This design comes from an exercise in tuning for small area on the open sky130 flow, not from production work.
The RTL was checked by simulation tests, not by an equivalence proof against the original design.
No activity file was given, so power comes from the tool's default toggle rates.

[config.mk]
export PLATFORM = sky130hd
export DESIGN_NAME = motor_ctrl_top
export DESIGN_NICKNAME = motor_ctrl_top
export VERILOG_FILES = /design/flow/design.v
export SDC_FILE = /design/flow/constraint.sdc
export NUM_CORES = 4
export LEC_CHECK = 0
export CAP_MARGIN = 20
export CORE_MARGIN = 2
export CORE_UTILIZATION = 65
export SLEW_MARGIN = 20
[constraint.sdc]
create_clock -name core_clock -period 12.0 [get_ports {fpga_clk_50}]
set_input_delay 2.4000 -clock core_clock [delete_from_list [all_inputs] [get_ports {fpga_clk_50}]]
set_output_delay 2.4000 -clock core_clock [all_outputs]
set_load 0.01 [all_outputs]
[design.v]
package motor_pkg;
	localparam int SPEED_W = 16;    
	localparam int WIN_W   = 11;    
	localparam int DUTY_W  = 8;     
	localparam int INTEG_W = 24;    
	localparam int IDX_W   = 3;     
	typedef logic signed [SPEED_W-1:0] speed_t;
	typedef logic signed [WIN_W-1:0]   win_t;
	typedef logic signed [INTEG_W-1:0] integ_t;
	typedef logic        [DUTY_W-1:0]  duty_t;
	typedef logic        [IDX_W-1:0]   motor_idx_t;
	localparam int               DEF_NUM_MOTORS      = 6;
	localparam int               DEF_TICK_CYCLES     = 2000;       
	localparam int               DEF_DEBOUNCE_CYCLES = 4;
	localparam logic [5:0]       DEF_MIRROR_MASK     = 6'b111000;  
	localparam int               KP_SHIFT            = 2;
	localparam int               KI_SHIFT            = 4;
	localparam int               DUTY_MAX            = 255;
endpackage
module rc_add #(
	parameter int W = 8
) (
	input  logic [W-1:0] a,
	input  logic [W-1:0] b,
	input  logic         ci,
	output logic [W-1:0] s
);
	logic [W:0] c;
	assign c[0] = ci;
	for (genvar i = 0; i < W; i++)
	begin : g_bit
		assign s[i]   = a[i] ^ b[i] ^ c[i];
		assign c[i+1] = (a[i] & b[i]) | (c[i] & (a[i] ^ b[i]));
	end
endmodule
module rc_updn #(
	parameter int W = 8
) (
	input  logic [W-1:0] a,
	input  logic         up,
	input  logic         dn,
	output logic [W-1:0] s
);
	logic [W:0] cu;
	logic [W:0] cd;
	assign cu[0] = up;
	assign cd[0] = dn;
	for (genvar i = 0; i < W; i++)
	begin : g_bit
		assign s[i]    = a[i] ^ (cu[i] | cd[i]);
		assign cu[i+1] = cu[i] & a[i];
		assign cd[i+1] = cd[i] & !a[i];
	end
endmodule
module rc_lt #(
	parameter int W = 8
) (
	input  logic [W-1:0] a,
	input  logic [W-1:0] b,
	output logic         lt
);
	logic [W:0] c;
	assign c[0] = 1'b0;
	for (genvar i = 0; i < W; i++)
	begin : g_bit
		assign c[i+1] = (a[i] == b[i]) ? c[i] : b[i];
	end
	assign lt = c[W];
endmodule
`timescale 1ns/1ps
module quad_decoder #(
	parameter bit MIRROR = 1'b0
) (
	input  logic              fpga_clk_50,
	input  logic              hps_fpga_reset_n,
	input  logic              enc_a,
	input  logic              enc_b,
	input  logic              tick,      
	output motor_pkg::win_t   win        
);
	logic [1:0] sync_q1;
	logic [1:0] sync_q2;
	logic [1:0] filt;
	logic [1:0] filt_prev;
	logic [1:0] st [2];    
	logic       step_up;
	logic       step_dn;
	always_ff @(posedge fpga_clk_50 or negedge hps_fpga_reset_n)
	begin
		if (!hps_fpga_reset_n)
		begin
			sync_q1   <= '0;
			sync_q2   <= '0;
			filt      <= '0;
			filt_prev <= '0;
			st[0]     <= '0;
			st[1]     <= '0;
		end
		else
		begin
			sync_q1   <= {enc_a, enc_b};
			sync_q2   <= sync_q1;
			filt_prev <= filt;
			for (int i = 0; i < 2; i++)
			begin
				if (sync_q2[i] != filt[i])
				begin
					st[i] <= st[i] + 1'b1;
					if (st[i] == 2'd3)
						filt[i] <= sync_q2[i];
				end
				else
					st[i] <= '0;
			end
		end
	end
	always_comb
	begin
		step_up = 1'b0;
		step_dn = 1'b0;
		case ({filt_prev, filt})
			4'b00_10, 4'b10_11, 4'b11_01, 4'b01_00: step_up = 1'b1;
			4'b10_00, 4'b11_10, 4'b01_11, 4'b00_01: step_dn = 1'b1;
			default: ;
		endcase
	end
	motor_pkg::win_t win_next;
	rc_updn #(.W (motor_pkg::WIN_W)) u_cnt (
		.a  (tick ? motor_pkg::win_t'(0) : win),
		.up (MIRROR ? step_dn : step_up),
		.dn (MIRROR ? step_up : step_dn),
		.s  (win_next)
	);
	always_ff @(posedge fpga_clk_50 or negedge hps_fpga_reset_n)
	begin
		if (!hps_fpga_reset_n)
			win <= '0;
		else
			win <= win_next;
	end
endmodule
`timescale 1ns/1ps
module speed_meter (
	input  logic              fpga_clk_50,
	input  logic              hps_fpga_reset_n,
	input  logic              tick,
	input  motor_pkg::win_t   win,
	output motor_pkg::win_t   view,     
	output motor_pkg::speed_t speed
);
	motor_pkg::win_t spd;
	assign view = tick ? win : spd;
	always_ff @(posedge fpga_clk_50 or negedge hps_fpga_reset_n)
	begin
		if (!hps_fpga_reset_n)
			spd <= '0;
		else
			spd <= view;
	end
	assign speed = motor_pkg::speed_t'(spd);    
endmodule
`timescale 1ns/1ps
module speed_regulator (
	input  logic                  fpga_clk_50,
	input  logic                  hps_fpga_reset_n,
	input  logic                  tick,        
	input  logic                  tick_d,      
	input  logic                  wr_b,        
	input  motor_pkg::speed_t     sp_a,
	input  motor_pkg::speed_t     sp_b,
	input  motor_pkg::win_t       spd_a,
	input  motor_pkg::win_t       spd_b,
	output motor_pkg::duty_t      duty_a,
	output motor_pkg::duty_t      duty_b,
	output logic [1:0]            dir_a,       
	output logic [1:0]            dir_b
);
	localparam int IW = motor_pkg::INTEG_W;
	motor_pkg::integ_t   integ_a;
	motor_pkg::integ_t   integ_b;
	logic                swap_q;        
	logic                fwd_q;         
	logic                rev_q;
	logic                sel_b;
	logic                en;
	motor_pkg::speed_t   setpoint;
	motor_pkg::win_t     speed;
	motor_pkg::integ_t   integ;
	logic [16:0]         err;
	logic [IW:0]         integ_sum;
	logic                ovf;
	motor_pkg::integ_t   integ_next;
	logic [20:0]         cmd;
	logic                neg;
	logic                sat;
	logic [7:0]          low;
	motor_pkg::duty_t    duty_next;
	logic                fwd;
	logic                rev;
	assign sel_b    = tick ? wr_b : !swap_q;
	assign en       = tick || tick_d;
	assign setpoint = sel_b ? sp_b : sp_a;
	assign speed    = sel_b ? spd_b : spd_a;
	assign integ    = sel_b ? integ_b : integ_a;
	rc_add #(.W (17)) u_err (
		.a  ({setpoint[15], setpoint}),
		.b  (~{{6{speed[10]}}, speed}),
		.ci (1'b1),
		.s  (err)
	);
	rc_add #(.W (IW + 1)) u_int (
		.a  ({integ[IW-1], integ}),
		.b  ({{(IW + 1 - 17){err[16]}}, err}),
		.ci (1'b0),
		.s  (integ_sum)
	);
	assign ovf        = integ_sum[IW] ^ integ_sum[IW-1];
	assign integ_next = ovf ? {integ_sum[IW], {(IW - 1){!integ_sum[IW]}}} : integ_sum[IW-1:0];
	rc_add #(.W (21)) u_cmd (
		.a  ({{6{err[16]}}, err[16:2]}),
		.b  ({integ_next[IW-1], integ_next[IW-1:4]}),
		.ci (1'b0),
		.s  (cmd)
	);
	assign neg = cmd[20];
	assign sat = neg ? !((&cmd[19:8]) && (|cmd[7:0])) : (|cmd[19:8]);
	rc_updn #(.W (8)) u_abs (
		.a  (cmd[7:0] ^ {8{neg}}),
		.up (neg),
		.dn (1'b0),
		.s  (low)
	);
	assign duty_next = sat ? 8'hff : low;
	assign rev       = neg;
	assign fwd       = !neg && (|duty_next);
	always_ff @(posedge fpga_clk_50)
	begin
		swap_q <= wr_b;
		fwd_q  <= fwd;
		rev_q  <= rev;
	end
	always_ff @(posedge fpga_clk_50 or negedge hps_fpga_reset_n)
	begin
		if (!hps_fpga_reset_n)
		begin
			integ_a <= '0;
			integ_b <= '0;
			duty_a  <= '0;
			duty_b  <= '0;
			dir_a   <= '0;
			dir_b   <= '0;
		end
		else
		begin
			if (en && !sel_b)
			begin
				integ_a <= integ_next;
				duty_a  <= duty_next;
			end
			if (en && sel_b)
			begin
				integ_b <= integ_next;
				duty_b  <= duty_next;
			end
			if (tick_d)
			begin
				dir_a[0] <= swap_q ? fwd : fwd_q;
				dir_b[0] <= swap_q ? rev : rev_q;
				dir_a[1] <= swap_q ? fwd_q : fwd;
				dir_b[1] <= swap_q ? rev_q : rev;
			end
		end
	end
endmodule
`timescale 1ns/1ps
module pwm_generator (
	input  logic             fpga_clk_50,
	input  logic             hps_fpga_reset_n,
	input  motor_pkg::duty_t cnt,
	input  motor_pkg::duty_t duty,
	output logic             pwm
);
	motor_pkg::duty_t shadow;
	always_ff @(posedge fpga_clk_50 or negedge hps_fpga_reset_n)
	begin
		if (!hps_fpga_reset_n)
			shadow <= '0;
		else if (cnt == '1)
			shadow <= duty;
	end
	rc_lt #(.W (motor_pkg::DUTY_W)) u_cmp (.a (cnt), .b (shadow), .lt (pwm));
endmodule
`timescale 1ns/1ps
module setpoint_scheduler #(
	parameter int NUM_MOTORS = motor_pkg::DEF_NUM_MOTORS
) (
	input  logic                  fpga_clk_50,
	input  logic                  hps_fpga_reset_n,
	input  logic                  sp_req,
	input  motor_pkg::motor_idx_t sp_motor,
	input  motor_pkg::speed_t     sp_value,
	output logic                  sp_ack,
	output motor_pkg::duty_t      pwm_cnt,
	output logic                  tick,      
	output logic                  tick_d,    
	output logic [NUM_MOTORS-1:0] wr,        
	output logic [NUM_MOTORS*motor_pkg::SPEED_W-1:0] pending    
);
	logic [6:0] tick_hi;
	logic [1:0] hs_state;    
	logic       wr_en;
	motor_pkg::duty_t pwm_cnt_inc;
	logic [6:0]       tick_hi_inc;
	rc_updn #(.W (8)) u_pwm_inc  (.a (pwm_cnt), .up (1'b1), .dn (1'b0), .s (pwm_cnt_inc));
	rc_updn #(.W (7)) u_tick_inc (.a (tick_hi), .up (1'b1), .dn (1'b0), .s (tick_hi_inc));
	always_ff @(posedge fpga_clk_50 or negedge hps_fpga_reset_n)
	begin
		if (!hps_fpga_reset_n)
		begin
			pwm_cnt <= '0;
			tick_hi <= '0;
		end
		else
		begin
			pwm_cnt <= pwm_cnt_inc;
			if (pwm_cnt[3:0] == 4'hf)
				tick_hi <= (tick_hi == 7'd124) ? 7'd0 : tick_hi_inc;
		end
	end
	assign tick   = (tick_hi == '0) && (pwm_cnt[3:0] == 4'd0);
	assign tick_d = (tick_hi == '0) && (pwm_cnt[3:0] == 4'd1);
	assign sp_ack = hs_state[0];
	assign wr_en  = (hs_state == 2'b00) && sp_req && (int'(sp_motor) < NUM_MOTORS);
	for (genvar i = 0; i < NUM_MOTORS; i++)
	begin : g_wr
		assign wr[i] = wr_en && (sp_motor == motor_pkg::motor_idx_t'(i));
	end
	always_ff @(posedge fpga_clk_50 or negedge hps_fpga_reset_n)
	begin
		if (!hps_fpga_reset_n)
			hs_state <= 2'b00;
		else
			case (hs_state)
				2'b00:   if (sp_req) hs_state <= 2'b01;
				2'b01:   if (!sp_req) hs_state <= 2'b10;
				default: hs_state <= 2'b00;
			endcase
	end
	always_ff @(posedge fpga_clk_50 or negedge hps_fpga_reset_n)
	begin
		if (!hps_fpga_reset_n)
			pending <= '0;
		else
			for (int i = 0; i < NUM_MOTORS; i++)
				if (wr[i])
					pending[i*motor_pkg::SPEED_W +: motor_pkg::SPEED_W] <= sp_value;
	end
endmodule
`timescale 1ns/1ps
module motor_ctrl_top #(
	parameter int                    NUM_MOTORS      = motor_pkg::DEF_NUM_MOTORS,
	parameter int                    TICK_CYCLES     = motor_pkg::DEF_TICK_CYCLES,
	parameter int                    DEBOUNCE_CYCLES = motor_pkg::DEF_DEBOUNCE_CYCLES,
	parameter logic [NUM_MOTORS-1:0] MIRROR_MASK     = motor_pkg::DEF_MIRROR_MASK
) (
	input  logic                  fpga_clk_50,
	input  logic                  hps_fpga_reset_n,
	input  logic [NUM_MOTORS-1:0] enc_a,
	input  logic [NUM_MOTORS-1:0] enc_b,
	input  logic                  sp_req,
	input  motor_pkg::motor_idx_t sp_motor,
	input  motor_pkg::speed_t     sp_value,
	output logic                  sp_ack,
	output logic [NUM_MOTORS-1:0] pwm,
	output logic [NUM_MOTORS-1:0] dir_a,
	output logic [NUM_MOTORS-1:0] dir_b,
	output logic [NUM_MOTORS*motor_pkg::SPEED_W-1:0] meas_speed    
);
	localparam int NP = NUM_MOTORS / 2;
	localparam int SW = motor_pkg::SPEED_W;
	localparam int WW = motor_pkg::WIN_W;
	localparam int DW = motor_pkg::DUTY_W;
	logic                        tick;
	logic                        tick_d;
	logic [NUM_MOTORS-1:0]       wr;
	motor_pkg::duty_t            pwm_cnt;
	logic [NUM_MOTORS*SW-1:0]    pending;
	logic [NUM_MOTORS*WW-1:0]    win;
	logic [NUM_MOTORS*WW-1:0]    view;
	logic [NUM_MOTORS*DW-1:0]    duty;
	setpoint_scheduler #(
		.NUM_MOTORS (NUM_MOTORS)
	) u_sched (
		.fpga_clk_50      (fpga_clk_50),
		.hps_fpga_reset_n (hps_fpga_reset_n),
		.sp_req           (sp_req),
		.sp_motor         (sp_motor),
		.sp_value         (sp_value),
		.sp_ack           (sp_ack),
		.pwm_cnt          (pwm_cnt),
		.tick             (tick),
		.tick_d           (tick_d),
		.wr               (wr),
		.pending          (pending)
	);
	for (genvar i = 0; i < NUM_MOTORS; i++)
	begin : g_motor
		quad_decoder #(
			.MIRROR (MIRROR_MASK[i])
		) u_dec (
			.fpga_clk_50      (fpga_clk_50),
			.hps_fpga_reset_n (hps_fpga_reset_n),
			.enc_a            (enc_a[i]),
			.enc_b            (enc_b[i]),
			.tick             (tick),
			.win              (win[i*WW +: WW])
		);
		speed_meter u_meter (
			.fpga_clk_50      (fpga_clk_50),
			.hps_fpga_reset_n (hps_fpga_reset_n),
			.tick             (tick),
			.win              (win[i*WW +: WW]),
			.view             (view[i*WW +: WW]),
			.speed            (meas_speed[i*SW +: SW])
		);
		pwm_generator u_pwm (
			.fpga_clk_50      (fpga_clk_50),
			.hps_fpga_reset_n (hps_fpga_reset_n),
			.cnt              (pwm_cnt),
			.duty             (duty[i*DW +: DW]),
			.pwm              (pwm[i])
		);
	end
	for (genvar p = 0; p < NP; p++)
	begin : g_pair
		logic [1:0] da;
		logic [1:0] db;
		speed_regulator u_reg (
			.fpga_clk_50      (fpga_clk_50),
			.hps_fpga_reset_n (hps_fpga_reset_n),
			.tick             (tick),
			.tick_d           (tick_d),
			.wr_b             (wr[p+NP]),
			.sp_a             (pending[p*SW +: SW]),
			.sp_b             (pending[(p+NP)*SW +: SW]),
			.spd_a            (view[p*WW +: WW]),
			.spd_b            (view[(p+NP)*WW +: WW]),
			.duty_a           (duty[p*DW +: DW]),
			.duty_b           (duty[(p+NP)*DW +: DW]),
			.dir_a            (da),
			.dir_b            (db)
		);
		assign dir_a[p]    = da[0];
		assign dir_b[p]    = db[0];
		assign dir_a[p+NP] = da[1];
		assign dir_b[p+NP] = db[1];
	end
endmodule
[run.sh]
#!/bin/bash
# synth_recipe.tcl (not shown) runs the flow's synth.tcl, then flattens the netlist and writes it again
# the make line also repeats each setting of config.mk as NAME=value (left out here)
make -C /OpenROAD-flow-scripts/flow DESIGN_CONFIG=/design/flow/config.mk WORK_HOME=/design/flow/orfs CLKGATE_MAP_FILE= SYNTH_SCRIPT=/design/flow/synth_recipe.tcl finish
==> run summary <==
layer usage:
metal | part of all wire | routed length (µm) | GRT usage | up-vias
li1 | - | - | - | 11294
met1 | 0.40 | 33930 | 0.4476 | 12351
met2 | 0.50 | 42050 | 0.5736 | 917
met3 | 0.060 | 5062 | 0.05325 | 228
met4 | 0.040 | 3408 | 0.1273 | 0
met5 | 0 | 0 | 0 | -
state kept, by name, summed over array words and instances, names as in the netlist:
signal                   cells
g_motor.u_dec.filt          12
g_motor.u_dec.filt_prev     12
g_motor.u_dec.st            24
g_motor.u_dec.sync_q1       12
g_motor.u_dec.sync_q2       12
g_motor.u_dec.win           66
g_motor.u_meter.spd         66
g_motor.u_pwm.shadow        48
g_pair.u_reg.dir_a           6
g_pair.u_reg.dir_b           6
g_pair.u_reg.duty_a         24
g_pair.u_reg.duty_b         24
g_pair.u_reg.fwd_q           3
g_pair.u_reg.integ_a        72
g_pair.u_reg.integ_b        72
g_pair.u_reg.rev_q           3
g_pair.u_reg.swap_q          3
u_sched.hs_state             2
u_sched.pending             96
u_sched.pwm_cnt              8
u_sched.tick_hi              7
critical path, delay by kind of cell:
family                     cells  cell delay (ns)
adders and majority gates     51            16.17
muxes                          3             0.84
and+or+nand+nor                4             0.68
buffers and inverters          9             0.66
AOI/OAI and AO/OA              4             0.64
xor gates and xnor gates       1             0.09
power groups by stage:
stage	Clock (mW)	Combinational, mW	Sequential (mW)
2_1_floorplan	0	4.30	2.63
3_3_place_gp	0	6.32	2.63
3_5_place_dp	0	6.64	2.66
4_1_cts	2.10	7.35	2.64
5_1_grt	2.18	8.45	2.69
6_report	2.08	7.86	2.64
cell usage in the layout (no fill, tap or decap), types with 28 or more instances in the layout:
cell type	instances
dfrtp_1	569
fa_2	143
a21oi_1	45
maj3_1	30
a31oi_1	49
o21ai_1	130
mux2i_1	68
ha_1	29
nor2_1	107
clkbuf_16	61
xnor2_1	28
clkdlybuf4s50_1	143
a21oi_2	33
nor3_1	29
fa_1	34
xor2_1	29
inv_1	157
buf_4	433
nand3_1	32
nand2_1	607
o21ai_2	74
buf_6	52
mux2_2	166
o21ai_0	101
layout make-up:
cell class                 instances  area (µm²)  share of cell area
tap                              615       769.5             0.01893
clock inverter                    28       488.0             0.01200
sequential                       578       14420              0.3547
timing repair buffer             647        5623              0.1383
clock buffer                      83        1729             0.04254
inverter                         188       713.2             0.01754
multi-input combinational       2096       16910              0.4160
path summary, 6_finish.rpt:
kind,from,end,slack (ns),cells past startpoint
worst max register to register,u_sched.tick_hi[2],g_pair[2].u_reg.dir_a[1],-8.27,74
worst min register to register,g_motor[4].u_dec.sync_q1[0],g_motor[4].u_dec.sync_q2[0],0.34,0
max in group asynchronous,hps_fpga_reset_n,g_motor[3].u_dec.win[8],8.17,3
worst max-delay path,sp_motor[2],g_pair[2].u_reg.dir_a[1],-9.02,72
worst min-delay path,g_motor[4].u_dec.sync_q1[0],g_motor[4].u_dec.sync_q2[0],0.34,0
min in group asynchronous,hps_fpga_reset_n,g_pair[2].u_reg.integ_a[3],1.69,1
through the flow:
stage | util | instances | area (µm²) | TNS [ns] | hold slack [ns]
CTS | 0.8419 | 4220 | 40110 | -634.90 | 0.3455
global placement | 0.7793 | 4082 | 37130 | -825.84 | 0.3357
floorplan | - | 3050 | 32520 | -695.18 | 0.3312
global route | 0.8532 | 4235 | 40650 | -730.10 | 0.3475
detailed placement | 0.7793 | 4082 | 37130 | -866.48 | 0.3355
finish | 0.8532 | 4235 | 40650 | -659.21 | 0.3438
kinds of logic after synthesis:
| group | share of synthesized area |
|---|---|
| compound gates | 0.09651 |
| simple gates | 0.1350 |
| fa+ha+maj | 0.1524 |
| flops | 0.4601 |
| buf+inv | 0.05286 |
| xor+xnor | 0.01817 |
| mux | 0.08489 |
repair_timing:
item,in CTS,in global routing
setup buffers,28,22
gates resized for setup,200,117
pin swaps,40,43
endpoints found under the setup margin,210,210
==> key figures <==
Status
  – Outcome: failed layout checks
  – SO Faults: setup timing

Floorplan
  – Die ar.: 49980 µm²
  – FP Rows: 80
  – Core Area: 47650 µm²
  – Ports: 149
  – Die Ht: 223.6 µm
  – Starting density of the core: 0.6577
  – Die width: 223.6 µm

GRT
  – GRT Total Usage: 0.3393
  – Vias in the first global route: 25667
  – Initial antenna violation count: 0
  – First-pass GRT wire length: 134.4 mm
  – Grt total ovfl: 0
  – Pin count of the biggest net entering global routing: 158

Clocking
  – Clk pin slew, worst setup/hold paths: 0.06 ns
  – TritonCTS clock tree: done
  – Bufs on Longest Clock Path: 3
  – Clock sink count: 578
  – Hold-fix buffers, CTS: 0
  – CTS root buf: clkbuf_16
  – Num CTS Buffers: 60
  – H-tree Lvls: 2
  – Clk latency of the worst-skew pair: 0.64 ns

Layout
  – Layout area overhead: 29.73%
  – Ratio of cells with drive above 1 in the final layout: 0.3318
  – # diodes: 0
  – Fill count: 2510
  – Final Net Count: 3835

Critical path
  – Worst-path fanout max: 6
  – CP endpoint kind: flip-flop
  – Critical Path RT: 12.51 ns
  – Max incr delay on CP: 0.57 ns
  – WS Path Type: input port to flip-flop
  – CP Data Arrival Time: 21.52 ns
  – Crit path top cell by count: fa_2
  – Startpoint types: input port
  – Crit-path slowest cell: fa_2

Timing
  – Maximum clock frequency: 47.58 MHz
  – Clock Skews: 0.02154 ns
  – RSZ-0062 raised after global routing: yes
  – Min cycle time layout: 21.02 ns
  – Slew Limit Fails: 0
  – Tcrit/Tclk final: 1.751
  – Hold Vio Cnt, Final: 0
  – Setup ws final: -9.015 ns
  – Max transition margin: 0.3097
  – Final setup fails: 210
  – Slew at the pin with the worst max-slew slack: 1.033 ns

Detailed routing
  – First-pass detailed-route iteration total: 8
  – DR iter-0 viols: 1720
  – Remaining DRCs: 0
  – WL/cell: 19.94 µm
  – Post-route ant nets: 0
  – Vias per Instance: 5.854
  – Vias post-DR: 24790
  – Routed WL: 84.46 mm

Power
  – Sw Pwr: 5.054 mW
  – Seq pwr share: 0.210
  – Sw frac: 0.4015
  – Tot Pwr: 12.59 mW
  – Worst vdd ir: 0.2612 mV
  – LEAKAGE: 19.13 nW
  – Share of power burned in the clock network: 0.165
  – Share of power burned in combinational logic: 0.625
  – Pint: 7.534 mW
  – Power Density: 309.6 nW/µm²

Synthesis
  – Seq cells post-synth: 578
  – Ys async rst share: 0.9844
  – Yosys warnings: 8
  – Commonest cells in the netlist: nand2_1, dfrtp_1, o21ai_0
  – Avg Cell Area, Syn: 10.27 µm²
  – Post-synth top area share: 0.4544
  – Library cells used by synthesis: 74
  – Count leader, synth: nand2_1
  – Post-synth top flop: dfrtp_1
  – Syn_nets: 3314
  – Post-synthesis sequential area ratio: 0.4601
  – Synth top area cells: dfrtp_1, fa_1, nand2_1
  – Mapped Cells: 3050
  – Mapped Area: 31340 µm²
  – Synth area leader: dfrtp_1
  – EDFF count, synth: 0

Placement
  – GPL Wtd Cong: 0.9397
  – Hpwl dp: 57.59 mm
  – Place WS: -9.764 ns
  – IO buf count: 148

Hold path
  – Class of the tightest hold or removal check: flip-flop to flip-flop

Run
  – Max_cap viols: 0

## separate check: timing with driven ports
Ports are ideal in the flow. The routed layout listed here was re-timed in OpenROAD. Step 1 (the two cells are an assumption about what drives the block):
set clk [get_ports {fpga_clk_50}]
set_driving_cell -lib_cell sky130_fd_sc_hd__clkbuf_16 $clk
set_driving_cell -lib_cell sky130_fd_sc_hd__buf_2 [delete_from_list [all_inputs] $clk]
Step 2 also shifts input and output timing later by t, the mid clock arrival at the registers, as if the neighbouring blocks saw the same clock. a / b / c = ideal / step 1 / step 2; a / b = the first two.
shift t [ns]: 0.688
setup WS [ns]: -9.015 / -9.001 / -9.689
worst setup path at the end: input to register
cell pins on the clock port's net: 1
For this run, drivers alone change the setup slack by +0.014 ns; drivers and shift together by -0.674 ns.
